From an optimization exercise on the open Yosys and OpenROAD flow, aimed at small area; shortcuts taken in it are not production practice.
Function was checked by simulation only, so behaviour that the tests miss may differ from the original.
Power is estimated from default activity; no workload was simulated.

// shooter_top
module shooter_top #(
	parameter int TICK_CYCLES = 64,
	parameter int BULLET_SLOTS = 20,
	parameter int ENEMY_SLOTS = 8
) (
	input  logic                   CLK,
	input  logic                   RESET,
	input  logic                   fire,
	input  logic                   rotate_cw,
	input  logic                   rotate_ccw,
	input  logic                   weapon_switch,
	output shooter_pkg::heading_t  heading,
	output logic [1:0] weapon,
	output shooter_pkg::bcd_score_t score_bcd,
	output logic                   kill,
	output logic [1:0]  kill_type,
	output logic                   step_done
);
	logic       fire_pending;
	logic       fire_take;
	logic [5:0] tick_cnt;
	logic       started;
	logic       probe_valid;
	logic [3:0] probe_heading;
	logic [8:0] probe_dist;
	logic [1:0] probe_weapon;
	logic       hit;
	pilot_controls u_pilot_controls (
		.CLK(CLK), .RESET(RESET),
		.fire(fire), .rotate_cw(rotate_cw), .rotate_ccw(rotate_ccw),
		.weapon_switch(weapon_switch), .fire_take(fire_take),
		.heading(heading), .weapon(weapon), .fire_pending(fire_pending)
	);
	step_sequencer u_step_sequencer (
		.CLK(CLK), .RESET(RESET),
		.tick_cnt(tick_cnt), .started(started), .step_done(step_done)
	);
	assign fire_take = started && (tick_cnt == 6'd0) && fire_pending;
	bullet_pool u_bullet_pool (
		.CLK(CLK), .RESET(RESET), .tick_cnt(tick_cnt), .started(started),
		.fire_take(fire_take), .weapon(weapon), .heading(heading), .hit(hit),
		.probe_valid(probe_valid), .probe_heading(probe_heading),
		.probe_dist(probe_dist), .probe_weapon(probe_weapon)
	);
	enemy_pool u_enemy_pool (
		.CLK(CLK), .RESET(RESET), .tick_cnt(tick_cnt), .started(started),
		.probe_valid(probe_valid), .probe_heading(probe_heading),
		.probe_dist(probe_dist), .probe_weapon(probe_weapon),
		.hit(hit), .kill(kill), .kill_type(kill_type)
	);
	score_keeper u_score_keeper (
		.CLK(CLK), .RESET(RESET),
		.fire_take(fire_take), .kill(kill), .kill_type(kill_type),
		.score_bcd(score_bcd)
	);
  ...
Size: roughly 1,600 cells after synthesis, about 0.017 sq mm of cells after synthesis.
Settings: LEC_CHECK=0, CAP_MARGIN=20, CORE_MARGIN=2, CORE_UTILIZATION=60, CTS_BUF_LIST=sky130_fd_sc_hd__clkbuf_8, CTS_CLUSTER_DIAMETER=50, CTS_CLUSTER_SIZE=20, SLEW_MARGIN=20; clock period 20.0 ns.
run.sh (not shown) runs the stock make flow with config.mk's settings and CLKGATE_MAP_FILE= SYNTH_SCRIPT=/design/flow/synth_recipe.tcl, a recipe that flattens the netlist after the stock synthesis.
The first run finished with timing, DRC and antenna clean.
==> next run, changes <==
CTS_BUF_LIST = sky130_fd_sc_hd__clkbuf_4 sky130_fd_sc_hd__clkbuf_8   (was sky130_fd_sc_hd__clkbuf_8)
CTS_CLUSTER_DIAMETER = 40   (was 50)
CTS_CLUSTER_SIZE = 12   (was 20)
What happened: Power rose by 5.6%. Die area stays the same. Final cell count rose by 0.67%. Worst setup slack barely changes. Sequential share of layout area fell by 0.48 points. Clock skew fell by 0.0063 ns. Via count rose by 0.99%. Design area rose by 0.98%. Count of clock-buffer cells in the layout rose by 21.
==> next run, changes <==
==> flow/flow/run.sh (new file) <==
#!/bin/bash
# The standard layout, with clock tree synthesis told not to add dummy loads.
# The cluster settings repeat config.mk's CTS_* values, which CTS_ARGS replaces.
set -euo pipefail
export CTS_ARGS="-sink_clustering_enable -repair_clock_nets -sink_clustering_size 20 -sink_clustering_max_diameter 50 -buf_list sky130_fd_sc_hd__clkbuf_8 -dont_use_dummy_load"
bash standard.sh > standard_flow.log 2>&1
==> flow/standard.sh (new file) <==
#!/bin/bash
# synth_recipe.tcl (not shown) runs the flow's synth.tcl, then flattens the netlist and writes it again
# the make line also repeats each setting of config.mk as NAME=value (left out here)
make -C /OpenROAD-flow-scripts/flow DESIGN_CONFIG=/design/flow/config.mk WORK_HOME=/design/flow/orfs CLKGATE_MAP_FILE= SYNTH_SCRIPT=/design/flow/synth_recipe.tcl "${@:-finish}"
CTS_BUF_LIST = sky130_fd_sc_hd__clkbuf_8   (was sky130_fd_sc_hd__clkbuf_4 sky130_fd_sc_hd__clkbuf_8)
CTS_CLUSTER_DIAMETER = 50   (was 40)
CTS_CLUSTER_SIZE = 20   (was 12)
removed: flow/run.sh
Total power came out lower by 12%.
Clock-buffer cell count decreases by 23.
Utilization came out lower by 1.7 points.
Setup slack gains 0.050 ns.
Via count drops by 1.6%.
Clock skew increases by 0.063 ns.
Global-route usage came out lower by 0.32 points.
Cell area came out lower by 2.5%.
Area after synthesis does not change.

what the ideal ports hide:
The flow's constraints put no driver on any port. The routed layouts listed below were extracted and timed again, unchanged, in two steps. Step 1, drivers: a clkbuf_16 drives CLK and a buf_2 each remaining input, both assumed. Step 2 also shifts input and output timing later by t, the mid clock arrival at the registers, as if the neighbouring blocks saw the same clock. Three values: ideal, step 1, step 2; two values: the first two.
run	t (ns)	setup WS [ns]	worst setup path after step 2	cell pins on the clock port's net
the first run	0.630	3.997 / 3.997 / 3.997	register to register	1
the second run	0.649	3.999 / 3.999 / 3.999	register to register	1
the third run	0.596	4.049 / 4.049 / 4.049	register to register	1
After both steps every run listed still meets setup and hold.
